From an optimization exercise on the open Yosys and OpenROAD flow, aimed at small area, a short achievable clock period and few clock cycles per item; shortcuts taken in it are not production practice. In this exercise RTL edits were held to simulation tests only and were not proved equivalent to the original. No activity file was given, so power comes from the tool's default toggle rates.

==> design.v <==
`default_nettype none
package sacf_pkg;
   localparam int PosWidth = 24;
   localparam int SizeWidth = 20;
   localparam int VelWidth = 21;
   localparam int DiffWidth = PosWidth + 2;
   localparam int MagWidth = VelWidth;
   localparam int RemWidth = MagWidth - 1;
   localparam int QuoWidth = 16;
   localparam int TimeWidth = QuoWidth + 1;
endpackage
`default_nettype wire
`default_nettype none
module sacf_setup_sel (
   input  wire logic                                  neg,
   input  wire logic signed [sacf_pkg::PosWidth-1:0]  pos_a,
   input  wire logic [sacf_pkg::SizeWidth-1:0]        size_a,
   input  wire logic signed [sacf_pkg::PosWidth-1:0]  pos_b,
   input  wire logic [sacf_pkg::SizeWidth-1:0]        size_b,
   output logic signed [sacf_pkg::PosWidth-1:0]       x,
   output logic signed [sacf_pkg::PosWidth-1:0]       y,
   output logic [sacf_pkg::SizeWidth-1:0]             w1,
   output logic [sacf_pkg::SizeWidth-1:0]             w2
);
   assign x = neg ? pos_a : pos_b;
   assign y = neg ? pos_b : pos_a;
   assign w1 = neg ? size_b : size_a;
   assign w2 = neg ? size_a : size_b;
endmodule
module sacf_setup (
   input  wire logic signed [sacf_pkg::VelWidth-1:0]  v,
   input  wire logic signed [sacf_pkg::PosWidth-1:0]  x,
   input  wire logic signed [sacf_pkg::PosWidth-1:0]  y,
   input  wire logic [sacf_pkg::SizeWidth-1:0]        w1,
   input  wire logic [sacf_pkg::SizeWidth-1:0]        w2,
   output logic signed [sacf_pkg::DiffWidth-1:0]      d_in,
   output logic signed [sacf_pkg::DiffWidth-1:0]      d_out,
   output logic [sacf_pkg::MagWidth-1:0]              nmag,
   output logic                                       still,
   output logic                                       fail
);
   localparam int DW = sacf_pkg::DiffWidth;
   localparam int SW = sacf_pkg::SizeWidth;
   logic [DW-1:0] xe, ny, nw1, pw2;
   logic [DW-1:0] si, ci, so, co;
   always_comb begin
      xe = {{(DW-sacf_pkg::PosWidth){x[sacf_pkg::PosWidth-1]}}, x};
      ny = ~{{(DW-sacf_pkg::PosWidth){y[sacf_pkg::PosWidth-1]}}, y};
      nw1 = ~{{(DW-SW){1'b0}}, w1};
      pw2 = {{(DW-SW){1'b0}}, w2};
      si = xe ^ ny ^ nw1;
      ci = (xe & ny) | (xe & nw1) | (ny & nw1);
      d_in = $signed(si - {~ci[DW-2:0], 1'b0});    
      so = xe ^ ny ^ pw2;
      co = (xe & ny) | (xe & pw2) | (ny & pw2);
      d_out = $signed(so + {co[DW-2:0], 1'b1});
      still = (v == '0);
      nmag = v[sacf_pkg::VelWidth-1] ? (v - 1'b1) : ~v;
      if (still) nmag[sacf_pkg::MagWidth-1] = 1'b0;
      fail = d_out[DW-1];
   end
endmodule
`default_nettype wire
`default_nettype none
module sacf_prep (
   input  wire logic signed [sacf_pkg::DiffWidth-1:0] d,
   input  wire logic [sacf_pkg::MagWidth-1:0]         nmag,
   input  wire logic                                  force_zero,
   input  wire logic                                  force_sat,
   output logic [sacf_pkg::RemWidth-1:0]              rem,
   output logic                                       sat,
   output logic                                       pos
);
   localparam int DW = sacf_pkg::DiffWidth;
   logic zero;
   logic big;
   always_comb begin
      pos = !d[DW-1] && (d != '0);
      zero = !force_sat && (force_zero || !pos);
      big = (d[DW-2:0] >= {{(DW-1-sacf_pkg::MagWidth){1'b0}}, ~nmag});
      sat = force_sat || (!zero && big);
      rem = (zero || sat) ? '0 : d[sacf_pkg::RemWidth-1:0];
   end
endmodule
`default_nettype wire
`default_nettype none
module sacf_div_step (
   input  wire logic [sacf_pkg::RemWidth-1:0] rem_in,
   input  wire logic [sacf_pkg::MagWidth-1:0] nmag,
   output logic                               q,
   output logic [sacf_pkg::RemWidth-1:0]      rem_out
);
   logic [20:0] a;
   logic [20:0] pb;    
   logic [20:0] t;
   assign a = {rem_in, 1'b0};
   assign pb = a ^ nmag;
   wire g0_0 = 1'b1;
   wire p0_0 = 1'b0;
   wire g1_0 = a[0] & nmag[0];
   wire p1_0 = pb[0];
   wire g2_0 = a[1] & nmag[1];
   wire p2_0 = pb[1];
   wire g3_0 = a[2] & nmag[2];
   wire p3_0 = pb[2];
   wire g4_0 = a[3] & nmag[3];
   wire p4_0 = pb[3];
   wire g5_0 = a[4] & nmag[4];
   wire p5_0 = pb[4];
   wire g6_0 = a[5] & nmag[5];
   wire p6_0 = pb[5];
   wire g7_0 = a[6] & nmag[6];
   wire p7_0 = pb[6];
   wire g8_0 = a[7] & nmag[7];
   wire p8_0 = pb[7];
   wire g9_0 = a[8] & nmag[8];
   wire p9_0 = pb[8];
   wire g10_0 = a[9] & nmag[9];
   wire p10_0 = pb[9];
   wire g11_0 = a[10] & nmag[10];
   wire p11_0 = pb[10];
   wire g12_0 = a[11] & nmag[11];
   wire p12_0 = pb[11];
   wire g13_0 = a[12] & nmag[12];
   wire p13_0 = pb[12];
   wire g14_0 = a[13] & nmag[13];
   wire p14_0 = pb[13];
   wire g15_0 = a[14] & nmag[14];
   wire p15_0 = pb[14];
   wire g16_0 = a[15] & nmag[15];
   wire p16_0 = pb[15];
   wire g17_0 = a[16] & nmag[16];
   wire p17_0 = pb[16];
   wire g18_0 = a[17] & nmag[17];
   wire p18_0 = pb[17];
   wire g19_0 = a[18] & nmag[18];
   wire p19_0 = pb[18];
   wire g20_0 = a[19] & nmag[19];
   wire p20_0 = pb[19];
   wire g21_0 = a[20] & nmag[20];
   wire p21_0 = pb[20];
   wire g1_1 = g1_0 | (p1_0 & g0_0);
   wire p1_1 = p1_0 & p0_0;
   wire g3_1 = g3_0 | (p3_0 & g2_0);
   wire p3_1 = p3_0 & p2_0;
   wire g5_1 = g5_0 | (p5_0 & g4_0);
   wire p5_1 = p5_0 & p4_0;
   wire g7_1 = g7_0 | (p7_0 & g6_0);
   wire p7_1 = p7_0 & p6_0;
   wire g9_1 = g9_0 | (p9_0 & g8_0);
   wire p9_1 = p9_0 & p8_0;
   wire g11_1 = g11_0 | (p11_0 & g10_0);
   wire p11_1 = p11_0 & p10_0;
   wire g13_1 = g13_0 | (p13_0 & g12_0);
   wire p13_1 = p13_0 & p12_0;
   wire g15_1 = g15_0 | (p15_0 & g14_0);
   wire p15_1 = p15_0 & p14_0;
   wire g17_1 = g17_0 | (p17_0 & g16_0);
   wire p17_1 = p17_0 & p16_0;
   wire g19_1 = g19_0 | (p19_0 & g18_0);
   wire p19_1 = p19_0 & p18_0;
   wire g21_1 = g21_0 | (p21_0 & g20_0);
   wire p21_1 = p21_0 & p20_0;
   wire g2_1 = g2_0 | (p2_0 & g1_1);
   wire p2_1 = p2_0 & p1_1;
   wire g3_2 = g3_1 | (p3_1 & g1_1);
   wire p3_2 = p3_1 & p1_1;
   wire g6_1 = g6_0 | (p6_0 & g5_1);
   wire p6_1 = p6_0 & p5_1;
   wire g7_2 = g7_1 | (p7_1 & g5_1);
   wire p7_2 = p7_1 & p5_1;
   wire g10_1 = g10_0 | (p10_0 & g9_1);
   wire p10_1 = p10_0 & p9_1;
   wire g11_2 = g11_1 | (p11_1 & g9_1);
   wire p11_2 = p11_1 & p9_1;
   wire g14_1 = g14_0 | (p14_0 & g13_1);
   wire p14_1 = p14_0 & p13_1;
   wire g15_2 = g15_1 | (p15_1 & g13_1);
   wire p15_2 = p15_1 & p13_1;
   wire g18_1 = g18_0 | (p18_0 & g17_1);
   wire p18_1 = p18_0 & p17_1;
   wire g19_2 = g19_1 | (p19_1 & g17_1);
   wire p19_2 = p19_1 & p17_1;
   wire g4_1 = g4_0 | (p4_0 & g3_2);
   wire p4_1 = p4_0 & p3_2;
   wire g5_2 = g5_1 | (p5_1 & g3_2);
   wire p5_2 = p5_1 & p3_2;
   wire g6_2 = g6_1 | (p6_1 & g3_2);
   wire p6_2 = p6_1 & p3_2;
   wire g7_3 = g7_2 | (p7_2 & g3_2);
   wire p7_3 = p7_2 & p3_2;
   wire g12_1 = g12_0 | (p12_0 & g11_2);
   wire p12_1 = p12_0 & p11_2;
   wire g13_2 = g13_1 | (p13_1 & g11_2);
   wire p13_2 = p13_1 & p11_2;
   wire g14_2 = g14_1 | (p14_1 & g11_2);
   wire p14_2 = p14_1 & p11_2;
   wire g15_3 = g15_2 | (p15_2 & g11_2);
   wire p15_3 = p15_2 & p11_2;
   wire g20_1 = g20_0 | (p20_0 & g19_2);
   wire p20_1 = p20_0 & p19_2;
   wire g21_2 = g21_1 | (p21_1 & g19_2);
   wire p21_2 = p21_1 & p19_2;
   wire g8_1 = g8_0 | (p8_0 & g7_3);
   wire p8_1 = p8_0 & p7_3;
   wire g9_2 = g9_1 | (p9_1 & g7_3);
   wire p9_2 = p9_1 & p7_3;
   wire g10_2 = g10_1 | (p10_1 & g7_3);
   wire p10_2 = p10_1 & p7_3;
   wire g11_3 = g11_2 | (p11_2 & g7_3);
   wire p11_3 = p11_2 & p7_3;
   wire g12_2 = g12_1 | (p12_1 & g7_3);
   wire p12_2 = p12_1 & p7_3;
   wire g13_3 = g13_2 | (p13_2 & g7_3);
   wire p13_3 = p13_2 & p7_3;
   wire g14_3 = g14_2 | (p14_2 & g7_3);
   wire p14_3 = p14_2 & p7_3;
   wire g15_4 = g15_3 | (p15_3 & g7_3);
   wire p15_4 = p15_3 & p7_3;
   wire g16_1 = g16_0 | (p16_0 & g15_4);
   wire p16_1 = p16_0 & p15_4;
   wire g17_2 = g17_1 | (p17_1 & g15_4);
   wire p17_2 = p17_1 & p15_4;
   wire g18_2 = g18_1 | (p18_1 & g15_4);
   wire p18_2 = p18_1 & p15_4;
   wire g19_3 = g19_2 | (p19_2 & g15_4);
   wire p19_3 = p19_2 & p15_4;
   wire g20_2 = g20_1 | (p20_1 & g15_4);
   wire p20_2 = p20_1 & p15_4;
   wire g21_3 = g21_2 | (p21_2 & g15_4);
   wire p21_3 = p21_2 & p15_4;
   assign t[0] = pb[0] ^ g0_0;
   assign t[1] = pb[1] ^ g1_1;
   assign t[2] = pb[2] ^ g2_1;
   assign t[3] = pb[3] ^ g3_2;
   assign t[4] = pb[4] ^ g4_1;
   assign t[5] = pb[5] ^ g5_2;
   assign t[6] = pb[6] ^ g6_2;
   assign t[7] = pb[7] ^ g7_3;
   assign t[8] = pb[8] ^ g8_1;
   assign t[9] = pb[9] ^ g9_2;
   assign t[10] = pb[10] ^ g10_2;
   assign t[11] = pb[11] ^ g11_3;
   assign t[12] = pb[12] ^ g12_2;
   assign t[13] = pb[13] ^ g13_3;
   assign t[14] = pb[14] ^ g14_3;
   assign t[15] = pb[15] ^ g15_4;
   assign t[16] = pb[16] ^ g16_1;
   assign t[17] = pb[17] ^ g17_2;
   assign t[18] = pb[18] ^ g18_2;
   assign t[19] = pb[19] ^ g19_3;
   assign t[20] = pb[20] ^ g20_2;
   assign q = g21_3;
   assign rem_out = q ? t[sacf_pkg::RemWidth-1:0] : a[sacf_pkg::RemWidth-1:0];
endmodule
`default_nettype wire
`default_nettype none
module sacf_resolve (
   input  wire logic [4:0] st_in,
   input  wire logic [3:0] qb,
   output logic [4:0]      st_out,
   output logic            tin_bit
);
   logic gx, gy, lt1, lt2, miss;
   always_comb begin
      {gx, gy, lt1, lt2, miss} = st_in;
      tin_bit = gx ? qb[0] : (gy ? qb[2] : (qb[0] | qb[2]));
      st_out[4] = gx || (!gy && qb[0] && !qb[2]);
      st_out[3] = gy || (!gx && qb[2] && !qb[0]);
      st_out[2] = lt1 || (!miss && !tin_bit && qb[1]);
      st_out[1] = lt2 || (!miss && !tin_bit && qb[3]);
      st_out[0] = miss || (!lt1 && tin_bit && !qb[1]) || (!lt2 && tin_bit && !qb[3]);
   end
endmodule
`default_nettype wire
`default_nettype none
module swept_aabb_first_contact_top (
   input  wire logic                                 clock,
   input  wire logic                                 reset,
   input  wire logic                                 req_valid,
   output logic                                      req_stall,
   input  wire logic signed [sacf_pkg::PosWidth-1:0] req_a_x,
   input  wire logic signed [sacf_pkg::PosWidth-1:0] req_a_y,
   input  wire logic [sacf_pkg::SizeWidth-1:0]       req_a_width,
   input  wire logic [sacf_pkg::SizeWidth-1:0]       req_a_height,
   input  wire logic signed [sacf_pkg::PosWidth-1:0] req_b_x,
   input  wire logic signed [sacf_pkg::PosWidth-1:0] req_b_y,
   input  wire logic [sacf_pkg::SizeWidth-1:0]       req_b_width,
   input  wire logic [sacf_pkg::SizeWidth-1:0]       req_b_height,
   input  wire logic signed [sacf_pkg::VelWidth-1:0] req_rel_vel_x,
   input  wire logic signed [sacf_pkg::VelWidth-1:0] req_rel_vel_y,
   input  wire logic                                 req_pair_blocked,
   output logic                                      rsp_valid,
   input  wire logic                                 rsp_stall,
   output logic                                      rsp_hit,
   output logic [sacf_pkg::TimeWidth-1:0]            rsp_hit_time,
   output logic                                      rsp_hit_axis
);
   localparam int PW = sacf_pkg::PosWidth;
   localparam int SW = sacf_pkg::SizeWidth;
   localparam int VW = sacf_pkg::VelWidth;
   localparam int DW = sacf_pkg::DiffWidth;
   localparam int MW = sacf_pkg::MagWidth;
   localparam int RW = sacf_pkg::RemWidth;
   localparam int QW = sacf_pkg::QuoWidth;
   localparam int StepsPerStage = 1;
   localparam int DivStages = QW / StepsPerStage;
   localparam int Latency = DivStages + 3;
   localparam int TmrW = 5;      
   localparam int ResW = QW + 2;    
   logic                accept;
   logic [Latency-1:0]  vld;        
   logic [Latency-1:0]  tok;        
   logic                res_valid;
   logic                res_tok;
   logic [ResW-1:0]     res;
   logic                out_valid;
   logic [ResW-1:0]     out_res;
   logic [ResW-1:0]     out_hold;
   logic                skid_valid;
   logic [ResW-1:0]     skid_res;
   logic [TmrW-1:0]     tmr;        
   logic                stall_ff;
   logic                recirc;
   logic                enq;
   logic                out_load;
   logic                skid_valid_next;
   logic [TmrW-1:0]     tmr_next;
   logic                recirc_next;
   assign res_valid = vld[Latency-1];
   assign res_tok = tok[Latency-1];
   assign recirc = res_valid && (skid_valid || (tmr != '0));
   assign enq = res_valid && !recirc;
   assign out_load = !out_valid || !rsp_stall;
   assign accept = req_valid && !stall_ff;
   assign req_stall = stall_ff;
   always_comb begin
      if (out_load) begin
         skid_valid_next = 1'b0;
      end else begin
         skid_valid_next = skid_valid || enq;
      end
      if (tmr != '0) begin
         tmr_next = tmr - 1'b1;
      end else if (recirc) begin
         tmr_next = TmrW'(Latency - 1);
      end else begin
         tmr_next = '0;
      end
      recirc_next = vld[Latency-2] && (skid_valid_next || (tmr_next != '0));
   end
   always_ff @(posedge clock) begin
      if (reset) begin
         vld <= '0;
         tok <= '0;
         out_valid <= 1'b0;
         skid_valid <= 1'b0;
         tmr <= '0;
         stall_ff <= 1'b0;
      end else begin
         vld <= {vld[Latency-2:0], recirc || accept};
         tok <= {tok[Latency-2:0], recirc};
         if (out_load) begin
            out_valid <= skid_valid || enq;
         end
         skid_valid <= skid_valid_next;
         tmr <= tmr_next;
         stall_ff <= recirc || (|tok[Latency-3:0]) || recirc_next;
      end
   end
   always_ff @(posedge clock) begin
      out_res <= out_load ? (skid_valid ? skid_res : res) : out_hold;
      if (out_load && (skid_valid || res_valid)) begin
         out_hold <= skid_valid ? skid_res : res;
      end
      if (!skid_valid) begin
         skid_res <= res;
      end
   end
   logic signed [PW-1:0] sel_x_x, sel_y_x, sel_x_y, sel_y_y;
   logic [SW-1:0]        sel_w1_x, sel_w2_x, sel_w1_y, sel_w2_y;
   sacf_setup_sel u_sel_x (
      .neg(req_rel_vel_x[VW-1]), .pos_a(req_a_x), .size_a(req_a_width), .pos_b(req_b_x),
      .size_b(req_b_width), .x(sel_x_x), .y(sel_y_x), .w1(sel_w1_x), .w2(sel_w2_x)
   );
   sacf_setup_sel u_sel_y (
      .neg(req_rel_vel_y[VW-1]), .pos_a(req_a_y), .size_a(req_a_height), .pos_b(req_b_y),
      .size_b(req_b_height), .x(sel_x_y), .y(sel_y_y), .w1(sel_w1_y), .w2(sel_w2_y)
   );
   logic signed [PW-1:0] in_xx, in_yx, in_xy, in_yy;
   logic [SW-1:0]        in_w1x, in_w2x, in_w1y, in_w2y;
   logic signed [VW-1:0] in_vx, in_vy;
   logic                 in_blk;
   always_ff @(posedge clock) begin
      in_xx <= sel_x_x;
      in_yx <= sel_y_x;
      in_xy <= sel_x_y;
      in_yy <= sel_y_y;
      in_w1x <= sel_w1_x;
      in_w2x <= sel_w2_x;
      in_w1y <= sel_w1_y;
      in_w2y <= sel_w2_y;
      in_vx <= recirc ? VW'(res) : req_rel_vel_x;
      in_vy <= req_rel_vel_y;
      in_blk <= req_pair_blocked;
   end
   logic signed [DW-1:0] su_din_x, su_dout_x, su_din_y, su_dout_y;
   logic [MW-1:0]        su_mag_x, su_mag_y;
   logic                 su_still_x, su_still_y, su_fail_x, su_fail_y;
   sacf_setup u_setup_x (
      .v(in_vx), .x(in_xx), .y(in_yx), .w1(in_w1x), .w2(in_w2x),
      .d_in(su_din_x), .d_out(su_dout_x), .nmag(su_mag_x), .still(su_still_x), .fail(su_fail_x)
   );
   sacf_setup u_setup_y (
      .v(in_vy), .x(in_xy), .y(in_yy), .w1(in_w1y), .w2(in_w2y),
      .d_in(su_din_y), .d_out(su_dout_y), .nmag(su_mag_y), .still(su_still_y), .fail(su_fail_y)
   );
   logic signed [DW-1:0] s1_din_x, s1_dout_x, s1_din_y, s1_dout_y;
   logic [MW-1:0]        s1_mag_x, s1_mag_y;
   logic                 s1_still_x, s1_still_y, s1_fail;
   always_ff @(posedge clock) begin
      s1_din_x <= su_din_x;
      s1_dout_x <= su_dout_x;
      s1_din_y <= su_din_y;
      s1_dout_y <= su_dout_y;
      s1_mag_x <= su_mag_x;
      s1_mag_y <= su_mag_y;
      s1_still_x <= su_still_x;
      s1_still_y <= su_still_y;
      s1_fail <= in_blk || su_fail_x || su_fail_y;
   end
   logic [4*RW-1:0] pr_rem;
   logic [3:0]      pr_sat;
   logic [3:0]      pr_pos;
   logic [4:0]      pr_st;
   logic            pr_fail;
   logic            pr_tin;
   sacf_prep u_prep_0 (.d(s1_din_x), .nmag(s1_mag_x), .force_zero(s1_still_x), .force_sat(1'b0),
                       .rem(pr_rem[0*RW +: RW]), .sat(pr_sat[0]), .pos(pr_pos[0]));
   sacf_prep u_prep_1 (.d(s1_dout_x), .nmag(s1_mag_x), .force_zero(1'b0), .force_sat(s1_still_x),
                       .rem(pr_rem[1*RW +: RW]), .sat(pr_sat[1]), .pos(pr_pos[1]));
   sacf_prep u_prep_2 (.d(s1_din_y), .nmag(s1_mag_y), .force_zero(s1_still_y), .force_sat(1'b0),
                       .rem(pr_rem[2*RW +: RW]), .sat(pr_sat[2]), .pos(pr_pos[2]));
   sacf_prep u_prep_3 (.d(s1_dout_y), .nmag(s1_mag_y), .force_zero(1'b0), .force_sat(s1_still_y),
                       .rem(pr_rem[3*RW +: RW]), .sat(pr_sat[3]), .pos(pr_pos[3]));
   assign pr_fail = s1_fail || (s1_still_x && pr_pos[0]) || (s1_still_y && pr_pos[2]);
   sacf_resolve u_res_top (.st_in({4'b0, pr_fail}), .qb(pr_sat), .st_out(pr_st), .tin_bit(pr_tin));
   logic [DivStages*4*RW-1:0] p_rem;
   logic [DivStages*2*MW-1:0] p_mag;
   logic [DivStages*5-1:0]    p_st;
   logic [DivStages*QW-1:0]   p_tin;
   always_ff @(posedge clock) begin
      p_rem[0 +: 4*RW] <= pr_rem;
      p_mag[0 +: 2*MW] <= {s1_mag_y, s1_mag_x};
      p_st[0 +: 5] <= pr_st;
   end
   assign p_tin[0 +: QW] = '0;
   logic [4:0]    fin_st;
   logic [QW-1:0] fin_tin;
   for (genvar k = 0; k < DivStages; k++) begin : g_div
      logic [RW-1:0] rem [0:StepsPerStage][0:3];
      logic [4:0]    st [0:StepsPerStage];
      logic [QW-1:0] tin [0:StepsPerStage];
      logic [3:0]    qb [0:StepsPerStage-1];
      for (genvar l = 0; l < 4; l++) begin : g_lane_in
         assign rem[0][l] = p_rem[(k*4+l)*RW +: RW];
      end
      assign st[0] = p_st[k*5 +: 5];
      assign tin[0] = p_tin[k*QW +: QW];
      for (genvar j = 0; j < StepsPerStage; j++) begin : g_step
         for (genvar l = 0; l < 4; l++) begin : g_lane
            sacf_div_step u_step (
               .rem_in(rem[j][l]),
               .nmag(p_mag[(k*2+l/2)*MW +: MW]),
               .q(qb[j][l]),
               .rem_out(rem[j+1][l])
            );
         end
         logic tb;
         sacf_resolve u_res (.st_in(st[j]), .qb(qb[j]), .st_out(st[j+1]), .tin_bit(tb));
         assign tin[j+1] = {tin[j][QW-2:0], tb};
      end
      if (k < DivStages - 1) begin : g_reg
         always_ff @(posedge clock) begin
            for (int l = 0; l < 4; l++) begin
               p_rem[((k+1)*4+l)*RW +: RW] <= rem[StepsPerStage][l];
            end
            p_mag[(k+1)*2*MW +: 2*MW] <= p_mag[k*2*MW +: 2*MW];
            p_st[(k+1)*5 +: 5] <= st[StepsPerStage];
            p_tin[(k+1)*QW +: QW] <= tin[StepsPerStage];
         end
      end else begin : g_last
         assign fin_st = st[StepsPerStage];
         assign fin_tin = tin[StepsPerStage];
      end
   end
   logic fin_hit;
   assign fin_hit = !fin_st[0] && fin_st[2] && fin_st[1];
   always_ff @(posedge clock) begin
      res <= tok[Latency-2] ? ~p_mag[(DivStages-1)*2*MW +: ResW]
                            : {fin_hit, fin_hit ? fin_tin : QW'(0), fin_hit && fin_st[3]};
   end
   assign rsp_valid = out_valid;
   assign rsp_hit = out_res[ResW-1];
   assign rsp_hit_time = {1'b0, out_res[1 +: QW]};
   assign rsp_hit_axis = out_res[0];
endmodule
`default_nettype wire
==> run.sh <==
#!/bin/bash
# synth_recipe.tcl (not shown) runs the flow's synth.tcl, then flattens the netlist and writes it again
# the make line also repeats each setting of config.mk as NAME=value (left out here)
make -C /OpenROAD-flow-scripts/flow DESIGN_CONFIG=/design/flow/config.mk WORK_HOME=/design/flow/orfs CLKGATE_MAP_FILE= SYNTH_SCRIPT=/design/flow/synth_recipe.tcl finish
==> config.mk <==
export PLATFORM = sky130hd
export DESIGN_NAME = swept_aabb_first_contact_top
export DESIGN_NICKNAME = swept_aabb_first_contact_top
export VERILOG_FILES = /design/flow/design.v
export SDC_FILE = /design/flow/constraint.sdc
export NUM_CORES = 4
export LEC_CHECK = 0
export ABC_AREA = 1
export CAP_MARGIN = 20
export CORE_MARGIN = 2
export CORE_UTILIZATION = 55
export CTS_CLUSTER_DIAMETER = 80
export CTS_CLUSTER_SIZE = 25
export SETUP_SLACK_MARGIN = 4.33
export SLEW_MARGIN = 20
==> constraint.sdc <==
create_clock -name core_clock -period 7.0 [get_ports {clock}]
set_input_delay 1.4000 -clock core_clock [delete_from_list [all_inputs] [get_ports {clock}]]
set_output_delay 1.4000 -clock core_clock [all_outputs]
set_load 0.01 [all_outputs]
==> flow_summary.json, run 1 <==
{
  "cts_buffers": 148,
  "dp_hpwl_mm": 250,
  "ys_types": 57,
  "clockBufferDepth": 3,
  "grt_start_max_net_pins": 130,
  "synth_area_leader_cell": "dfxtp_1",
  "antenna_left": 0,
  "p_total_mw": 69.1,
  "rows": 180,
  "antenna_found_initial": 2,
  "place_congestion": 0.894,
  "power_density_nw_per_um2": 477,
  "via_per_inst": 5.28,
  "synth_cells": 15735,
  "final_util_pct": 60.2,
  "fin_nets": 17963,
  "synth_top_family_by_area": "adder cells",
  "min_path_type": "reg -> reg",
  "dieArea_um2": 245000,
  "synth_seq_cells": 2637,
  "synth_edf_count": 18,
  "cts_tree": "built",
  "rr_startpoint": "s1_din_y[1]",
  "hold_end": "g_div[15].tin[0][9]",
  "synth_top_area_share_pct": 39.5,
  "final_layout_size_suffix_gt1_share_pct": 6.47,
  "postRouteWirelength_mm": 314,
  "fin_skew_ns": 0.0250,
  "die_width_um": 495,
  "period_needed_ns": 2.74,
  "core_area_um2": 240000,
  "clk_latency_ns": 0.82,
  "status": "complete, no violations",
  "wl_per_cell_um": 16.3,
  "cp.arrival_ns": 3.49,
  "worst_slack_ns": 4.26,
  "synth_compound_area_share_pct": 11.3,
  "grt_pass1_vias": 101548,
  "irDropWorstVdd_v": 0.000241,
  "vias": 101610,
  "r2r-end": "p_st[1]",
  "finalSetupViolations": 0,
  "synthesis.nets": 17759,
  "layout_common_cells": "nand2_1, dfxtp_1, inv_1",
  "root_buffer": "clkbuf_16",
  "syn_to_final_growth_pct": 9.03,
  "path_class": "reg -> reg",
  "p_leak_nw": 69.0,
  "first_iter_violations": 5490,
  "htree_levels": 4,
  "synthAdderAreaFrac_pct": 18.8,
  "post-place-ws_ns": 2.95,
  "required_ns": 7.75,
  "hold_depth": 0,
  "fmax_mhz": 366,
  "finalMaxSlewViolations": 0,
  "grt_overflow": 0,
  "start_kind": "register",
  "seq_area_frac_synth_pct": 39.9,
  "cts.hold.buffers_added": 0,
  "cp_max_fo": 3,
  "netlist_area_um2": 133000,
  "r2r_cells": 9,
  "initial_core_util_pct": 55.3,
  "synthXorXnorAreaFrac_pct": 5.34,
  "fin_hold_ws_ns": 0.328,
  "clkSinkCount": 2637,
  "hold_violations": 0,
  "min_from": "g_div[14].tin[0][8]",
  "grt_pass1_wl_mm": 508,
  "yosys-mux-area-fraction_pct": 0,
  "slew_headroom_pct": 25.8,
  "yosys.area_share.simple_pct": 18.7,
  "r2r_slack_ns": 4.26,
  "synth_area_leaders": "dfxtp_1, ha_1, nand2_1",
  "rsz0062_at_grt": "yes",
  "min_period_over_period_pct": 39.1,
  "drcViolationCount": 0,
  "clk_pin_slew_ns": 0.09,
  "final_common_cell": "nand2_1",
  "critPathCaptureType": "register",
  "numPortBuffers": 242,
  "tightest_slew_ns": 1.10,
  "ys.warnings.count": 116,
  "maxCapViolCount": 0,
  "io_pins": 244,
  "die_h_um": 495,
  "ys_dominant_reg_cell": "dfxtp_1",
  "fin_setup_tns_ns": 0,
  "drt-pass1-iter-count": 7,
  "async_flop_share_pct": 0,
  "grtUsageTotal_pct": 25.1,
  "syn_area_per_cell_um2": 8.44
}
[flip-flops by register name, summed over array words and instances (netlist names), 19 cells and up]
name       flops
g_div.tin    120
in_vx         21
in_vy         21
in_w1x        20
in_w1y        20
in_w2x        20
in_w2y        20
in_xx         24
in_xy         24
in_yx         24
in_yy         24
p_mag        672
p_rem       1280
p_st          80
s1_din_x      26
s1_din_y      26
s1_dout_x     26
s1_dout_y     26
s1_mag_x      21
s1_mag_y      21
vld           19
[report_power, final]
part | leakage (nW) | switching, mW | internal (mW)
clock | 2.45 | 5.38 | 4.55
sequential | 22.1 | 3.38 | 20.0
combinational | 44.4 | 22.2 | 13.6
[per-layer routing]
layer,GRT usage (%),wire (um)
met1,30.6,137000
met4,9.85,13000
met2,45.4,155000
met3,2.37,9110
met5,0,0
[cells in the mapped netlist (all sizes together), types with 25 or more instances]
| library cell | n |
|---|---|
| nor2 | 839 |
| a21o | 114 |
| buf | 192 |
| a21boi | 52 |
| nand3b | 73 |
| inv | 1697 |
| xor2 | 509 |
| dfxtp | 2619 |
| nor4 | 66 |
| o21bai | 69 |
| o21ai | 1345 |
| or2 | 45 |
| xnor2 | 300 |
| a31oi | 25 |
| nor3 | 102 |
| a21oi | 983 |
| nand2 | 3818 |
| fa | 324 |
| nand3 | 822 |
| ha | 1477 |
| clkbuf | 58 |
| nand4 | 87 |
[area by class of cell]
cell class	instances	area [um^2]
well taps	3185	3990
clock buffers	167	3940
inverters	1709	6550
diodes	2	5.00
repair buffers	290	2930
fillers	21011	95500
multi-input cells	11153	73300
clock inverters	92	1090
flip-flops and latches	2637	53000
[stage by stage]
stage | instances | instance area (um^2)
3_3_place_gp | 18921 | 138000
3_5_place_dp | 18921 | 138000
4_1_cts | 19207 | 143000
6_report | 19235 | 145000
2_1_floorplan | 15735 | 133000
5_1_grt | 19234 | 145000
[how the worst max path moves through the flow]
stage,start,end
3_3_place_gp,rsp_stall,out_hold[4]
5_1_grt,out_res[9],rsp_hit_time[8]
4_1_cts,out_valid,rsp_valid
2_1_floorplan,rsp_stall,out_hold[0]
6_report,s1_din_y[1],p_st[1]
3_5_place_dp,rsp_stall,out_hold[5]
[worst max-delay path: stages, from the launching register on]
cell,delay (ns)
dfxtp_1,0.38
nor2_1,0.12
nand4_1,0.15
nor3_1,0.41
nand2_1,0.18
nand2_1,0.13
nor2_1,0.16
nor3_1,0.82
nand3_1,0.19
nor2_1,0.13
[logic make-up (layout without fill, tap and decap cells)]
kind of cell / after synthesis / after routing
AND/OR/NAND/NOR: 5855 / 5856
XOR/XNOR: 809 / 809
other: 1 / 3
flip-flops: 2637 / 2637
buffers and inverters: 1959 / 2258
adder cells (fa/ha/maj): 1801 / 1801
AO/OA/AOI/OAI: 2673 / 2686
[repair_timing]
action | in CTS | in global routing
gates resized for setup | 210 | 269
gates cloned | 12 | 2
pin swaps | 23 | 37
setup buffers | 15 | 24
endpoints found under the hold margin | 0 | 0
setup endpoints to repair | 281 | 635
Testbench counts, summed over its fixed seeds: cycles 12,160, items 12,000.
==> run 2, diff against run 1 <==
--- a/config.mk
+++ b/config.mk
@@ -11,5 +11,5 @@
 export CORE_UTILIZATION = 55
 export CTS_CLUSTER_DIAMETER = 80
 export CTS_CLUSTER_SIZE = 25
-export SETUP_SLACK_MARGIN = 4.33
+export SETUP_SLACK_MARGIN = 4.4
 export SLEW_MARGIN = 20
==> run 2 against run 1 <==
  * Die area did not move
  * Core utilization rose by 0.35 points
  * Clock power fell by 2%
  * Maximum frequency rose by 2.0%
  * Register-to-register slack improved by 0.18 ns
  * Critical path type is now reg -> out
  * Non-clock buffer count rose by 31
  * Worst setup slack improved by 0.054 ns
  * Still clean
  * Via count rose by 0.30%
==> flow_summary.json, run 2 <==
{
  "finalSetupViolations": 0,
  "seq_area_frac_synth_pct": 39.9,
  "fin_nets": 17994,
  "hold_violations": 0,
  "critPathMaxStageDelay_ns": 0.34,
  "final_common_cell": "nand2_1",
  "fin_setup_tns_ns": 0,
  "synthesis.nets": 17759,
  "rsz0062_at_grt": "yes",
  "path_cells": "buf_6",
  "die_width_um": 495,
  "async_flop_share_pct": 0,
  "fin_skew_ns": 0.0372,
  "slew_headroom_pct": 24.2,
  "cts_buffers": 147,
  "tightest_slew_ns": 1.13,
  "crit_buf_inv": 1,
  "synth_area_leaders": "dfxtp_1, ha_1, nand2_1",
  "syn_to_final_growth_pct": 9.66,
  "ys_dominant_reg_cell": "dfxtp_1",
  "cp_slowest_cell": "dfxtp_2",
  "placed_area_um2": 138000,
  "power_density_nw_per_um2": 479,
  "num-fill-cells": 20770,
  "clockBufferDepth": 3,
  "ys_types": 57,
  "die_h_um": 495,
  "root_buffer": "clkbuf_16",
  "clk_latency_ns": 0.83,
  "irDropWorstVdd_v": 0.000274,
  "regMostFlops": "p_rem",
  "start_kind": "register",
  "layout_common_cells": "nand2_1, dfxtp_1, inv_1",
  "fin_cells": 19267,
  "htree_levels": 4,
  "drcViolationCount": 0,
  "grt_pass1_wl_mm": 517,
  "cts.hold.buffers_added": 0,
  "cp_max_fo": 1,
  "grt_overflow": 0,
  "vias": 101916,
  "critPathCaptureType": "output pin",
  "synth_top_area_share_pct": 39.5,
  "synth_most_common_cell": "nand2_1",
  "antenna_found_initial": 3,
  "critPathTopFamily": "flip-flops",
  "p_leak_nw": 69.2,
  "fin_hold_ws_ns": 0.324,
  "dieArea_um2": 245000,
  "dp_hpwl_mm": 255,
  "rows": 180,
  "initial_core_util_pct": 55.3,
  "fmax_mhz": 373,
  "synth_cells": 15735,
  "clk_pin_slew_ns": 0.09,
  "drt-pass1-iter-count": 6,
  "dp.cells": 18920,
  "largest_reg_flops": 1280,
  "place_congestion": 0.902,
  "min_period_over_period_pct": 38.3,
  "finalInstanceArea_um2": 146000,
  "synth_edf_count": 18,
  "cts_tree": "built",
  "grt_start_max_net_pins": 137,
  "synth_area_leader_cell": "dfxtp_1",
  "path_class": "reg -> out",
  "ys.warnings.count": 116,
  "min_path_type": "reg -> reg",
  "antenna_left": 0,
  "cp.arrival_ns": 1.28,
  "grtUsageTotal_pct": 25.8,
  "p_total_mw": 69.7,
  "period_needed_ns": 2.68,
  "first_iter_violations": 5505,
  "status": "complete, no violations",
  "io_pins": 244,
  "maxCapViolCount": 0,
  "finalMaxSlewViolations": 0,
  "required_ns": 5.60,
  "synth_seq_cells": 2637,
  "final_layout_size_suffix_gt1_share_pct": 7.13,
  "wl_per_cell_um": 16.7,
  "clkSinkCount": 2637,
  "netlist_area_um2": 133000,
  "numPortBuffers": 242,
  "syn_area_per_cell_um2": 8.44,
  "via_per_inst": 5.29,
  "synth_commonest_cells": "nand2_1, dfxtp_1, inv_1",
  "grt_pass1_vias": 101961,
  "core_area_um2": 240000,
  "postRouteWirelength_mm": 322
}
-- run 2: per-stage QoR --
stage | setup slack [ns] | utilization (%)
3_3_place_gp | 2.93 | 57.3
2_1_floorplan | 4.40 | -
6_report | 4.32 | 60.6
5_1_grt | 4.25 | 60.6
4_1_cts | 4.14 | 59.9
3_5_place_dp | 2.90 | 57.3
-- run 2: path summary, 6_finish.rpt --
path | startpoint | endpoint | slack, ns | cells past startpoint
setup / recovery | out_res[15] | rsp_hit_time[14] | 4.32 | 1
hold / removal | g_div[13].tin[0][9] | g_div[14].tin[0][10] | 0.32 | 0
setup reg to reg | s1_din_y[5] | p_st[2] | 4.44 | 9
hold reg to reg | g_div[13].tin[0][9] | g_div[14].tin[0][10] | 0.32 | 0
-- run 2: final cells by class --
cell class                      instances  area (um^2)  share of cell area, %
Antenna cell                            2         5.00                0.00344
Clock buffer                          172         3920                   2.69
Clock inverter                         87          960                  0.659
Inverter                             1709         6620                   4.55
Multi-Input combinational cell      11154        73900                   50.7
Sequential cell                      2637        53000                   36.4
Tap cell                             3185         3990                   2.74
Timing Repair Buffer                  321         3220                   2.21
-- run 2: cell families after synthesis --
group                      share of synthesized area, %
AOI/OAI and AO/OA                                  11.3
xor gates and xnor gates                           5.34
adders and majority gates                          18.8
buffers and inverters                              5.97
DFF                                                39.9
other                                           0.00282
and+or+nand+nor                                    18.7
-- run 2: worst register-to-register path, cell delays in order, from the launching register on --
cell	delay [ns]
dfxtp_1	0.35
nor2_1	0.12
nand4_1	0.13
nor3_1	0.37
nand2_1	0.17
nand2_1	0.11
nor2_1	0.14
nor3_1	0.77
nand3_1	0.20
nor2_1	0.14
-- run 2: report_power, final --
part           internal (mW)  total, mW  switching (mW)
clock                   4.37       9.75            5.38
sequential              20.0       23.5            3.52
combinational           13.8       36.4            22.6
total                   38.2       69.7            31.5
-- run 2: what timing repair did --
action / CTS / global route
pin swaps: 38 / 82
buffers inserted: 22 / 49
gates resized for setup: 309 / 329
cloned: 15 / 0
endpoints found under the setup margin: 596 / 760
-- run 2: metal layers --
layer | GRT usage [%] | vias to the layer above | share of wire, %
met3 | 2.37 | 516 | 3.1
met1 | 31.0 | 47679 | 43
met4 | 9.43 | 0 | 3.8
met2 | 47.6 | 1731 | 50
met5 | 0 | - | 0
li1 | - | 51990 | -
==> run 3, diff against run 2 <==
--- a/design.v
+++ b/design.v
@@ -17,22 +17,38 @@
    input  wire logic [sacf_pkg::SizeWidth-1:0]        size_a,
    input  wire logic signed [sacf_pkg::PosWidth-1:0]  pos_b,
    input  wire logic [sacf_pkg::SizeWidth-1:0]        size_b,
-   output logic signed [sacf_pkg::PosWidth-1:0]       x,
-   output logic signed [sacf_pkg::PosWidth-1:0]       y,
-   output logic [sacf_pkg::SizeWidth-1:0]             w1,
-   output logic [sacf_pkg::SizeWidth-1:0]             w2
+   output logic [sacf_pkg::DiffWidth-2:0]             si,
+   output logic [sacf_pkg::DiffWidth-2:0]             ci,
+   output logic [sacf_pkg::DiffWidth-2:0]             so,
+   output logic [sacf_pkg::DiffWidth-2:0]             co
 );
-   assign x = neg ? pos_a : pos_b;
-   assign y = neg ? pos_b : pos_a;
-   assign w1 = neg ? size_b : size_a;
-   assign w2 = neg ? size_a : size_b;
+   localparam int CW = sacf_pkg::DiffWidth - 1;
+   localparam int PW = sacf_pkg::PosWidth;
+   localparam int SW = sacf_pkg::SizeWidth;
+   logic [PW-1:0] x, y;
+   logic [SW-1:0] w1, w2;
+   logic [CW-1:0] xe, ny, nw1, pw2;
+   always_comb begin
+      x = neg ? pos_a : pos_b;
+      y = neg ? pos_b : pos_a;
+      w1 = neg ? size_b : size_a;
+      w2 = neg ? size_a : size_b;
+      xe = {{(CW-PW){x[PW-1]}}, x};
+      ny = ~{{(CW-PW){y[PW-1]}}, y};
+      nw1 = ~{{(CW-SW){1'b0}}, w1};
+      pw2 = {{(CW-SW){1'b0}}, w2};
+      si = xe ^ ny ^ nw1;
+      ci = (xe & ny) | (xe & nw1) | (ny & nw1);
+      so = xe ^ ny ^ pw2;
+      co = (xe & ny) | (xe & pw2) | (ny & pw2);
+   end
 endmodule
 module sacf_setup (
    input  wire logic signed [sacf_pkg::VelWidth-1:0]  v,
-   input  wire logic signed [sacf_pkg::PosWidth-1:0]  x,
-   input  wire logic signed [sacf_pkg::PosWidth-1:0]  y,
-   input  wire logic [sacf_pkg::SizeWidth-1:0]        w1,
-   input  wire logic [sacf_pkg::SizeWidth-1:0]        w2,
+   input  wire logic [sacf_pkg::DiffWidth-2:0]        si,
+   input  wire logic [sacf_pkg::DiffWidth-2:0]        ci,
+   input  wire logic [sacf_pkg::DiffWidth-2:0]        so,
+   input  wire logic [sacf_pkg::DiffWidth-2:0]        co,
    output logic signed [sacf_pkg::DiffWidth-1:0]      d_in,
    output logic signed [sacf_pkg::DiffWidth-1:0]      d_out,
    output logic [sacf_pkg::MagWidth-1:0]              nmag,
@@ -40,20 +56,9 @@
    output logic                                       fail
 );
    localparam int DW = sacf_pkg::DiffWidth;
-   localparam int SW = sacf_pkg::SizeWidth;
-   logic [DW-1:0] xe, ny, nw1, pw2;
-   logic [DW-1:0] si, ci, so, co;
    always_comb begin
-      xe = {{(DW-sacf_pkg::PosWidth){x[sacf_pkg::PosWidth-1]}}, x};
-      ny = ~{{(DW-sacf_pkg::PosWidth){y[sacf_pkg::PosWidth-1]}}, y};
-      nw1 = ~{{(DW-SW){1'b0}}, w1};
-      pw2 = {{(DW-SW){1'b0}}, w2};
-      si = xe ^ ny ^ nw1;
-      ci = (xe & ny) | (xe & nw1) | (ny & nw1);
-      d_in = $signed(si - {~ci[DW-2:0], 1'b0});    
-      so = xe ^ ny ^ pw2;
-      co = (xe & ny) | (xe & pw2) | (ny & pw2);
-      d_out = $signed(so + {co[DW-2:0], 1'b1});
+      d_in = $signed({si[DW-2], si} - {~ci, 1'b0});     
+      d_out = $signed({so[DW-2], so} + {co, 1'b1});
       still = (v == '0);
       nmag = v[sacf_pkg::VelWidth-1] ? (v - 1'b1) : ~v;
       if (still) nmag[sacf_pkg::MagWidth-1] = 1'b0;
@@ -377,29 +382,30 @@
          skid_res <= res;
       end
    end
-   logic signed [PW-1:0] sel_x_x, sel_y_x, sel_x_y, sel_y_y;
-   logic [SW-1:0]        sel_w1_x, sel_w2_x, sel_w1_y, sel_w2_y;
+   localparam int CW = DW - 1;
+   logic [CW-1:0] sel_si_x, sel_ci_x, sel_so_x, sel_co_x;
+   logic [CW-1:0] sel_si_y, sel_ci_y, sel_so_y, sel_co_y;
    sacf_setup_sel u_sel_x (
       .neg(req_rel_vel_x[VW-1]), .pos_a(req_a_x), .size_a(req_a_width), .pos_b(req_b_x),
-      .size_b(req_b_width), .x(sel_x_x), .y(sel_y_x), .w1(sel_w1_x), .w2(sel_w2_x)
+      .size_b(req_b_width), .si(sel_si_x), .ci(sel_ci_x), .so(sel_so_x), .co(sel_co_x)
    );
    sacf_setup_sel u_sel_y (
       .neg(req_rel_vel_y[VW-1]), .pos_a(req_a_y), .size_a(req_a_height), .pos_b(req_b_y),
-      .size_b(req_b_height), .x(sel_x_y), .y(sel_y_y), .w1(sel_w1_y), .w2(sel_w2_y)
+      .size_b(req_b_height), .si(sel_si_y), .ci(sel_ci_y), .so(sel_so_y), .co(sel_co_y)
    );
-   logic signed [PW-1:0] in_xx, in_yx, in_xy, in_yy;
-   logic [SW-1:0]        in_w1x, in_w2x, in_w1y, in_w2y;
+   logic [CW-1:0]        in_si_x, in_ci_x, in_so_x, in_co_x;
+   logic [CW-1:0]        in_si_y, in_ci_y, in_so_y, in_co_y;
    logic signed [VW-1:0] in_vx, in_vy;
    logic                 in_blk;
    always_ff @(posedge clock) begin
-      in_xx <= sel_x_x;
-      in_yx <= sel_y_x;
-      in_xy <= sel_x_y;
-      in_yy <= sel_y_y;
-      in_w1x <= sel_w1_x;
-      in_w2x <= sel_w2_x;
-      in_w1y <= sel_w1_y;
-      in_w2y <= sel_w2_y;
+      in_si_x <= sel_si_x;
+      in_ci_x <= sel_ci_x;
+      in_so_x <= sel_so_x;
+      in_co_x <= sel_co_x;
+      in_si_y <= sel_si_y;
+      in_ci_y <= sel_ci_y;
+      in_so_y <= sel_so_y;
+      in_co_y <= sel_co_y;
       in_vx <= recirc ? VW'(res) : req_rel_vel_x;
       in_vy <= req_rel_vel_y;
       in_blk <= req_pair_blocked;
@@ -408,11 +414,11 @@
    logic [MW-1:0]        su_mag_x, su_mag_y;
    logic                 su_still_x, su_still_y, su_fail_x, su_fail_y;
    sacf_setup u_setup_x (
-      .v(in_vx), .x(in_xx), .y(in_yx), .w1(in_w1x), .w2(in_w2x),
+      .v(in_vx), .si(in_si_x), .ci(in_ci_x), .so(in_so_x), .co(in_co_x),
       .d_in(su_din_x), .d_out(su_dout_x), .nmag(su_mag_x), .still(su_still_x), .fail(su_fail_x)
    );
    sacf_setup u_setup_y (
-      .v(in_vy), .x(in_xy), .y(in_yy), .w1(in_w1y), .w2(in_w2y),
+      .v(in_vy), .si(in_si_y), .ci(in_ci_y), .so(in_so_y), .co(in_co_y),
       .d_in(su_din_y), .d_out(su_dout_y), .nmag(su_mag_y), .still(su_still_y), .fail(su_fail_y)
    );
    logic signed [DW-1:0] s1_din_x, s1_dout_x, s1_din_y, s1_dout_y;
--- a/config.mk
+++ b/config.mk
@@ -11,5 +11,5 @@
 export CORE_UTILIZATION = 55
 export CTS_CLUSTER_DIAMETER = 80
 export CTS_CLUSTER_SIZE = 25
-export SETUP_SLACK_MARGIN = 4.4
+export SETUP_SLACK_MARGIN = 4.33
 export SLEW_MARGIN = 20
==> run 3 against run 2 <==
  * Sequential share of layout area rose by 0.66 points
  * Highest routed layer unchanged
  * Global-route usage shrank 0.46 points
  * Combinational power fell by 4%
  * First-iteration DRC count shrank 3.5%
  * Clock skew shrank 0.0044 ns
  * Cell count down 0.47%
  * Critical endpoint is now req_stall
  * Area after synthesis is 0.22% higher
  * Critical path depth unchanged
  * Maximum frequency is 1.4% lower
  * Clock-buffer cell count is 4 lower
  * Worst hold slack improved by 0.00087 ns
==> flow_summary.json, run 3 <==
{
  "status": "complete, no violations",
  "synth_area_leader_cell": "dfxtp_1",
  "cts_tree": "built",
  "r2r_slack_ns": 4.34,
  "wl_per_cell_um": 16.5,
  "min_path_type": "reg -> reg",
  "largest_reg_flops": 1280,
  "place_congestion": 0.918,
  "async_flop_share_pct": 0,
  "dieArea_um2": 246000,
  "synth_top_family_by_area": "simple AND/OR/NAND/NOR gates",
  "via_per_inst": 5.27,
  "critPathTopFamily": "flip-flops",
  "ys_types": 54,
  "layout_common_cells": "nand2_1, dfxtp_1, inv_1",
  "final_layout_size_suffix_gt1_share_pct": 5.57,
  "synth_compound_area_share_pct": 11.3,
  "r2r-end": "s1_din_y[15]",
  "grtUsageTotal_pct": 25.3,
  "hold_violations": 0,
  "seq_area_frac_synth_pct": 40.0,
  "core_area_um2": 241000,
  "cp.arrival_ns": 1.32,
  "min_period_over_period_pct": 38.9,
  "period_needed_ns": 2.72,
  "path_cells": "buf_6",
  "yosys.area_share.simple_pct": 18.7,
  "cp-startpoint": "stall_ff",
  "syn_to_final_growth_pct": 8.04,
  "crit_buf_inv": 1,
  "finalInstanceArea_um2": 144000,
  "slew_headroom_pct": 25.0,
  "numPortBuffers": 242,
  "first_iter_violations": 5315,
  "synth_top_area_share_pct": 39.6,
  "io_pins": 244,
  "cp_slowest_cell": "dfxtp_2",
  "antenna_left": 0,
  "finalMaxSlewViolations": 0,
  "finalSetupViolations": 0,
  "worst_slack_ns": 4.28,
  "ys.warnings.count": 117,
  "fin_nets": 17911,
  "required_ns": 5.60,
  "root_buffer": "clkbuf_16",
  "grt_overflow": 0,
  "fin_cells": 19177,
  "synthesis.nets": 17735,
  "synth_area_leaders": "dfxtp_1, ha_1, nand2_1",
  "tightest_slew_ns": 1.12,
  "start_kind": "register",
  "grt_start_max_net_pins": 97,
  "irDropWorstVdd_v": 0.000246,
  "die_width_um": 496,
  "die_h_um": 496,
  "clk_latency_ns": 0.86,
  "p_leak_nw": 68.7,
  "antenna_found_initial": 3,
  "dp.cells": 18903,
  "clk_pin_slew_ns": 0.10,
  "crit_cells": 1,
  "path_class": "reg -> out",
  "grt_pass1_vias": 100868,
  "ys_dominant_reg_cell": "dfxtp_1",
  "critPathMaxStageDelay_ns": 0.38,
  "final_common_cell": "nand2_1",
  "rsz0062_at_grt": "yes",
  "dp_hpwl_mm": 254,
  "synthXorXnorAreaFrac_pct": 5.30,
  "final_util_pct": 59.8,
  "cts.hold.buffers_added": 0,
  "synth_most_common_cell": "nand2_1",
  "syn_area_per_cell_um2": 8.47,
  "rows": 180,
  "r2r_cells": 11,
  "regMostFlops": "p_rem",
  "num-fill-cells": 21241,
  "vias": 100971,
  "synthAdderAreaFrac_pct": 18.7,
  "synth_commonest_cells": "nand2_1, dfxtp_1, inv_1",
  "drt-pass1-iter-count": 7,
  "crit_path_end": "req_stall",
  "synth_cells": 15713,
  "htree_levels": 4,
  "fmax_mhz": 368,
  "rr_startpoint": "in_ci_y[0]",
  "synth_seq_cells": 2653,
  "critPathCaptureType": "output pin",
  "fin_setup_tns_ns": 0,
  "fin_skew_ns": 0.0329,
  "clockBufferDepth": 3,
  "initial_core_util_pct": 55.3,
  "placed_area_um2": 138000,
  "cts_buffers": 145,
  "netlist_area_um2": 133000,
  "postRouteWirelength_mm": 315,
  "synth_edf_count": 18,
  "clkSinkCount": 2653,
  "yosys-mux-area-fraction_pct": 0,
  "grt_pass1_wl_mm": 511,
  "drcViolationCount": 0,
  "power_density_nw_per_um2": 476,
  "cp_max_fo": 2,
  "post-place-ws_ns": 3.19,
  "maxCapViolCount": 0
}
[run 3: cell families (layout without fill, tap and decap cells)]
| kind of cell | Yosys count | after routing |
|---|---|---|
| AOI/OAI and AO/OA | 2679 | 2684 |
| and+or+nand+nor | 5867 | 5869 |
| adders and majority gates | 1799 | 1799 |
| xor gates and xnor gates | 806 | 806 |
| DFF | 2653 | 2653 |
| buffers and inverters | 1908 | 2178 |
| other | 1 | 3 |
[run 3: report_power, final]
part	total (mW)	switching, mW	internal, mW
clock	9.83	5.35	4.47
sequential	23.6	3.36	20.2
combinational	35.1	21.9	13.2
total	68.5	30.6	37.9
[run 3: repair_timing]
| item | CTS | global route |
|---|---|---|
| setup endpoints to repair | 369 | 618 |
| gates resized for setup | 144 | 109 |
| pin swaps | 7 | 8 |
| cloned | 7 | 1 |
| buffers inserted | 1 | 15 |
[run 3: area by class of cell]
type	instances	area, um^2	area share (%)
Antenna cell	2	5.00	0.00348
Clock buffer	168	3860	2.68
Clock inverter	80	1010	0.700
Inverter	1657	6370	4.43
Multi-Input combinational cell	11159	72500	50.4
Sequential cell	2653	53300	37.1
Tap cell	3185	3990	2.77
Timing Repair Buffer	272	2770	1.92
Timing Repair inverter	1	5.00	0.00348
[run 3: through the flow]
step                hold WS, ns  power (mW)
finish                    0.325        68.5
global placement          0.310        57.2
global route              0.328        74.8
floorplan                 0.310        49.6
detailed placement        0.312        58.4
CTS                       0.315        68.5
[run 3: worst min path at each step]
stage                         startpoint                   end  slack [ns]  depth (start not counted)
floorplan             g_div[9].tin[0][0]   g_div[10].tin[0][1]        0.31                          0
global placement    g_div[14].tin[0][11]  g_div[15].tin[0][12]        0.31                          0
detailed placement   g_div[14].tin[0][9]  g_div[15].tin[0][10]        0.31                          0
CTS                   g_div[8].tin[0][3]    g_div[9].tin[0][4]        0.32                          0
global route          g_div[7].tin[0][1]    g_div[8].tin[0][2]        0.33                          0
finish                g_div[8].tin[0][3]    g_div[9].tin[0][4]        0.33                          0
[run 3: per-layer routing]
layer / track usage [%] / part of all wire [%] / vias up
met4: 8.92 / 3.6 / 0
met5: 0 / 0 / -
met1: 31.0 / 43 / 47051
li1: - / - / 51798
met3: 2.58 / 3.1 / 464
met2: 46.0 / 50 / 1658
Testbench counts of run 3, summed over its fixed seeds: cycles 12,160, items 12,000.
==> run 4, diff against run 3 <==
--- a/design.v
+++ b/design.v
@@ -166,96 +166,78 @@
    wire p19_1 = p19_0 & p18_0;
    wire g21_1 = g21_0 | (p21_0 & g20_0);
    wire p21_1 = p21_0 & p20_0;
-   wire g2_1 = g2_0 | (p2_0 & g1_1);
-   wire p2_1 = p2_0 & p1_1;
    wire g3_2 = g3_1 | (p3_1 & g1_1);
    wire p3_2 = p3_1 & p1_1;
-   wire g6_1 = g6_0 | (p6_0 & g5_1);
-   wire p6_1 = p6_0 & p5_1;
    wire g7_2 = g7_1 | (p7_1 & g5_1);
    wire p7_2 = p7_1 & p5_1;
-   wire g10_1 = g10_0 | (p10_0 & g9_1);
-   wire p10_1 = p10_0 & p9_1;
    wire g11_2 = g11_1 | (p11_1 & g9_1);
    wire p11_2 = p11_1 & p9_1;
-   wire g14_1 = g14_0 | (p14_0 & g13_1);
-   wire p14_1 = p14_0 & p13_1;
    wire g15_2 = g15_1 | (p15_1 & g13_1);
    wire p15_2 = p15_1 & p13_1;
-   wire g18_1 = g18_0 | (p18_0 & g17_1);
-   wire p18_1 = p18_0 & p17_1;
    wire g19_2 = g19_1 | (p19_1 & g17_1);
    wire p19_2 = p19_1 & p17_1;
-   wire g4_1 = g4_0 | (p4_0 & g3_2);
-   wire p4_1 = p4_0 & p3_2;
-   wire g5_2 = g5_1 | (p5_1 & g3_2);
-   wire p5_2 = p5_1 & p3_2;
-   wire g6_2 = g6_1 | (p6_1 & g3_2);
-   wire p6_2 = p6_1 & p3_2;
    wire g7_3 = g7_2 | (p7_2 & g3_2);
    wire p7_3 = p7_2 & p3_2;
-   wire g12_1 = g12_0 | (p12_0 & g11_2);
-   wire p12_1 = p12_0 & p11_2;
-   wire g13_2 = g13_1 | (p13_1 & g11_2);
-   wire p13_2 = p13_1 & p11_2;
-   wire g14_2 = g14_1 | (p14_1 & g11_2);
-   wire p14_2 = p14_1 & p11_2;
    wire g15_3 = g15_2 | (p15_2 & g11_2);
    wire p15_3 = p15_2 & p11_2;
-   wire g20_1 = g20_0 | (p20_0 & g19_2);
-   wire p20_1 = p20_0 & p19_2;
-   wire g21_2 = g21_1 | (p21_1 & g19_2);
-   wire p21_2 = p21_1 & p19_2;
-   wire g8_1 = g8_0 | (p8_0 & g7_3);
-   wire p8_1 = p8_0 & p7_3;
-   wire g9_2 = g9_1 | (p9_1 & g7_3);
-   wire p9_2 = p9_1 & p7_3;
-   wire g10_2 = g10_1 | (p10_1 & g7_3);
-   wire p10_2 = p10_1 & p7_3;
-   wire g11_3 = g11_2 | (p11_2 & g7_3);
-   wire p11_3 = p11_2 & p7_3;
-   wire g12_2 = g12_1 | (p12_1 & g7_3);
-   wire p12_2 = p12_1 & p7_3;
-   wire g13_3 = g13_2 | (p13_2 & g7_3);
-   wire p13_3 = p13_2 & p7_3;
-   wire g14_3 = g14_2 | (p14_2 & g7_3);
-   wire p14_3 = p14_2 & p7_3;
    wire g15_4 = g15_3 | (p15_3 & g7_3);
    wire p15_4 = p15_3 & p7_3;
-   wire g16_1 = g16_0 | (p16_0 & g15_4);
-   wire p16_1 = p16_0 & p15_4;
-   wire g17_2 = g17_1 | (p17_1 & g15_4);
-   wire p17_2 = p17_1 & p15_4;
-   wire g18_2 = g18_1 | (p18_1 & g15_4);
-   wire p18_2 = p18_1 & p15_4;
+   wire g11_3 = g11_2 | (p11_2 & g7_3);
+   wire p11_3 = p11_2 & p7_3;
    wire g19_3 = g19_2 | (p19_2 & g15_4);
    wire p19_3 = p19_2 & p15_4;
-   wire g20_2 = g20_1 | (p20_1 & g15_4);
-   wire p20_2 = p20_1 & p15_4;
-   wire g21_3 = g21_2 | (p21_2 & g15_4);
-   wire p21_3 = p21_2 & p15_4;
+   wire g5_2 = g5_1 | (p5_1 & g3_2);
+   wire p5_2 = p5_1 & p3_2;
+   wire g9_2 = g9_1 | (p9_1 & g7_3);
+   wire p9_2 = p9_1 & p7_3;
+   wire g13_2 = g13_1 | (p13_1 & g11_3);
+   wire p13_2 = p13_1 & p11_3;
+   wire g17_2 = g17_1 | (p17_1 & g15_4);
+   wire p17_2 = p17_1 & p15_4;
+   wire g21_2 = g21_1 | (p21_1 & g19_3);
+   wire p21_2 = p21_1 & p19_3;
+   wire g2_1 = g2_0 | (p2_0 & g1_1);
+   wire p2_1 = p2_0 & p1_1;
+   wire g4_1 = g4_0 | (p4_0 & g3_2);
+   wire p4_1 = p4_0 & p3_2;
+   wire g6_1 = g6_0 | (p6_0 & g5_2);
+   wire p6_1 = p6_0 & p5_2;
+   wire g8_1 = g8_0 | (p8_0 & g7_3);
+   wire p8_1 = p8_0 & p7_3;
+   wire g10_1 = g10_0 | (p10_0 & g9_2);
+   wire p10_1 = p10_0 & p9_2;
+   wire g12_1 = g12_0 | (p12_0 & g11_3);
+   wire p12_1 = p12_0 & p11_3;
+   wire g14_1 = g14_0 | (p14_0 & g13_2);
+   wire p14_1 = p14_0 & p13_2;
+   wire g16_1 = g16_0 | (p16_0 & g15_4);
+   wire p16_1 = p16_0 & p15_4;
+   wire g18_1 = g18_0 | (p18_0 & g17_2);
+   wire p18_1 = p18_0 & p17_2;
+   wire g20_1 = g20_0 | (p20_0 & g19_3);
+   wire p20_1 = p20_0 & p19_3;
    assign t[0] = pb[0] ^ g0_0;
    assign t[1] = pb[1] ^ g1_1;
    assign t[2] = pb[2] ^ g2_1;
    assign t[3] = pb[3] ^ g3_2;
    assign t[4] = pb[4] ^ g4_1;
    assign t[5] = pb[5] ^ g5_2;
-   assign t[6] = pb[6] ^ g6_2;
+   assign t[6] = pb[6] ^ g6_1;
    assign t[7] = pb[7] ^ g7_3;
    assign t[8] = pb[8] ^ g8_1;
    assign t[9] = pb[9] ^ g9_2;
-   assign t[10] = pb[10] ^ g10_2;
+   assign t[10] = pb[10] ^ g10_1;
    assign t[11] = pb[11] ^ g11_3;
-   assign t[12] = pb[12] ^ g12_2;
-   assign t[13] = pb[13] ^ g13_3;
-   assign t[14] = pb[14] ^ g14_3;
+   assign t[12] = pb[12] ^ g12_1;
+   assign t[13] = pb[13] ^ g13_2;
+   assign t[14] = pb[14] ^ g14_1;
    assign t[15] = pb[15] ^ g15_4;
    assign t[16] = pb[16] ^ g16_1;
    assign t[17] = pb[17] ^ g17_2;
-   assign t[18] = pb[18] ^ g18_2;
+   assign t[18] = pb[18] ^ g18_1;
    assign t[19] = pb[19] ^ g19_3;
-   assign t[20] = pb[20] ^ g20_2;
-   assign q = g21_3;
+   assign t[20] = pb[20] ^ g20_1;
+   assign q = g21_2;
    assign rem_out = q ? t[sacf_pkg::RemWidth-1:0] : a[sacf_pkg::RemWidth-1:0];
 endmodule
 `default_nettype wire
==> run 4 against run 3 <==
  * Clock power about the same
  * Flip-flop and latch count did not move
  * Combinational power down 9.4%
  * Clock-buffer cell count up 5
  * Maximum frequency down 2.9%
  * Clock skew down 0.0034 ns
  * Global-route usage decreased by 0.57 points
  * Critical path type unchanged
  * Critical endpoint is now rsp_hit_time[1]
  * Highest routed layer is now met5
==> flow_summary.json, run 4 <==
{
  "fmax_mhz": 357,
  "io_pins": 244,
  "syn_area_per_cell_um2": 9.24,
  "finalSetupViolations": 0,
  "postRouteWirelength_mm": 302,
  "p_clk_share_pct": 15.3,
  "cts_tree": "built",
  "required_ns": 5.60,
  "hold_violations": 0,
  "antenna_left": 0,
  "ys_dominant_reg_cell": "dfxtp_1",
  "synth_area_leader_cell": "dfxtp_1",
  "clk_latency_ns": 0.84,
  "path_cells": "buf_6",
  "power_density_nw_per_um2": 454,
  "p_total_mw": 65.4,
  "core_area_um2": 241000,
  "die_width_um": 496,
  "htree_levels": 4,
  "die_h_um": 496,
  "ys.warnings.count": 117,
  "p_sw_share_pct": 42.8,
  "p_seq_share_pct": 36.1,
  "dp.cells": 17590,
  "placed_area_um2": 138000,
  "syn_to_final_growth_pct": 8.25,
  "seq_area_frac_synth_pct": 40.0,
  "synth_seq_cells": 2653,
  "fin_cells": 17911,
  "synth_commonest_cells": "nand2_1, dfxtp_1, ha_1",
  "irDropWorstVdd_v": 0.000298,
  "met1_length_mm": 124,
  "cp_slowest_cell": "dfxtp_4",
  "wl_met3_mm": 8.73,
  "status": "complete, no violations",
  "maxCapViolCount": 0,
  "drcViolationCount": 0,
  "synth_edf_count": 18,
  "regMostFlops": "p_rem",
  "min_period_over_period_pct": 40.0,
  "synthesis.nets": 16727,
  "tightest_slew_ns": 0.947,
  "top_layer_used": "met5",
  "cp_max_fo": 1,
  "fin_setup_tns_ns": 0,
  "cts.hold.buffers_added": 0,
  "power_switching_mw": 28.0,
  "drt-pass1-iter-count": 8,
  "grt_pass1_wl_mm": 493,
  "clk_pin_slew_ns": 0.10,
  "synth_cells": 14405,
  "grt_start_max_net_pins": 138,
  "finalInstanceArea_um2": 144000,
  "rsz0062_at_grt": "yes",
  "numPortBuffers": 242,
  "p_int_mw": 37.4,
  "start_kind": "register",
  "p_comb_share_pct": 48.6,
  "met2WireLength_mm": 160,
  "critPathTopFamily": "flip-flops",
  "grt_overflow": 0,
  "initial_core_util_pct": 55.3,
  "critPathMaxStageDelay_ns": 0.43,
  "via_per_inst": 5.15,
  "synth_most_common_cell": "nand2_1",
  "fin_nets": 16938,
  "crit_buf_inv": 1,
  "layout_common_cells": "nand2_1, dfxtp_1, ha_1",
  "largest_reg_flops": 1280,
  "rows": 180,
  "clkSinkCount": 2653,
  "cts_buffers": 148,
  "fin_skew_ns": 0.0294,
  "critPathCaptureType": "output pin",
  "dieArea_um2": 246000,
  "final_common_cell": "nand2_1",
  "synth_area_leaders": "dfxtp_1, ha_1, nand2_1",
  "period_needed_ns": 2.80,
  "dp_hpwl_mm": 246,
  "wl_per_cell_um": 16.9,
  "p_leak_nw": 69.0,
  "root_buffer": "clkbuf_16",
  "vias": 92250,
  "antenna_found_initial": 25,
  "netlist_area_um2": 133000,
  "first_iter_violations": 3906,
  "grtUsageTotal_pct": 24.8,
  "grt_pass1_vias": 95491,
  "path_class": "reg -> out",
  "place_congestion": 0.899,
  "synth_top_area_share_pct": 39.6,
  "ys_types": 59,
  "r2r_slack_ns": 4.45,
  "cp.arrival_ns": 1.40,
  "clockBufferDepth": 3,
  "finalMaxSlewViolations": 0,
  "async_flop_share_pct": 0,
  "slew_headroom_pct": 36.9,
  "min_path_type": "reg -> reg",
  "final_layout_size_suffix_gt1_share_pct": 8.17
}
run 4: cells by family after synthesis:
kind of cell / share of synthesized area, %
simple gates: 16.1
flops: 40.0
compound gates: 10.3
fa+ha+maj: 23.2
buf+inv: 5.56
xor+xnor: 4.80
other cells: 0.00282
run 4: final timing paths:
kind,startpoint,end,cells past startpoint
min,g_div[5].tin[0][2],g_div[6].tin[0][3],0
max reg2reg,p_rem[881],p_st[64],13
max,out_res[2],rsp_hit_time[1],1
min reg2reg,g_div[5].tin[0][2],g_div[6].tin[0][3],0
run 4: per-stage QoR:
step                util (%)  hold WS, ns  setup WS (ns)
floorplan                  -        0.310           4.25
global placement        57.2        0.310           2.83
detailed placement      57.2        0.312           2.76
CTS                     59.5        0.328           4.08
global route            59.9        0.335           4.15
finish                  59.9        0.323           4.20
run 4: repair_timing:
| item | 4_1_cts | 5_1_grt |
|---|---|---|
| cloned | 12 | 2 |
| setup buffers | 25 | 22 |
| gates resized for setup | 210 | 158 |
| pin swaps | 16 | 26 |
| setup endpoints to repair | 599 | 687 |
run 4: metal layers:
| layer | global-route usage, % | up-vias |
|---|---|---|
| met1 | 28.5 | 43190 |
| met3 | 2.79 | 472 |
| li1 | - | 47384 |
| met4 | 8.42 | 24 |
| met2 | 47.2 | 1180 |
| met5 | 0 | - |
run 4: power by group through the flow:
stage	Sequential, mW	Combinational (mW)	Clock (mW)
6_report	23.6	31.8	10.0
5_1_grt	24.2	36.5	10.8
4_1_cts	23.6	31.8	10.3
3_5_place_dp	24.0	31.1	0
3_3_place_gp	23.8	30.1	0
2_1_floorplan	22.6	25.0	0
run 4: area by class of cell:
type | instances | area (um^2)
Fill cell | 20892 | 96600
Multi-Input combinational cell | 10118 | 73300
Sequential cell | 2653 | 53400
Inverter | 1393 | 5420
Clock buffer | 173 | 4070
Tap cell | 3185 | 3990
Timing Repair Buffer | 300 | 3010
Clock inverter | 81 | 977
Antenna cell | 6 | 15.0
Timing Repair inverter | 2 | 13.8
Testbench counts of run 4, summed over its fixed seeds: cycles 12,160, items 12,000.

afterwards: timing with drivers on the ports:
How much do the figures lean on ideal ports? The routed layouts below were timed once more, with nothing changed but the port constraints.
Step 1 sets driving cells, clkbuf_16 on the clock port and buf_2 on the other inputs (assumed; they add their load-dependent delay and slew).
Step 2 adds t to the input delays and takes it off the output delays; t is the mean of the earliest and latest rising clock arrival at the registers after step 1. Input paths then give back, and output paths get back, about the clock's delay inside the block.
Slacks: no drivers / after step 1 / after step 2; pairs: no drivers / after step 1.
| run | t, ns | setup WS [ns] | latest minus earliest clock arrival (ns) | worst data-port slew with drivers (ns) |
|---|---|---|---|---|
| run 1 | 0.905 | 4.265 / 4.213 / 3.607 | 0.033 / 0.033 | 0.06 |
| run 2 | 0.913 | 4.319 / 4.221 / 3.767 | 0.045 / 0.045 | 0.06 |
| run 3 | 0.942 | 4.280 / 4.179 / 3.636 | 0.039 / 0.039 | 0.07 |
| run 4 | 0.932 | 4.199 / 4.095 / 3.658 | 0.031 / 0.031 | 0.19 |
After both steps every run listed still meets setup and hold. The setup slack of run 1, which loses most, moves by -0.052 ns with the drivers and by -0.658 ns with both steps.
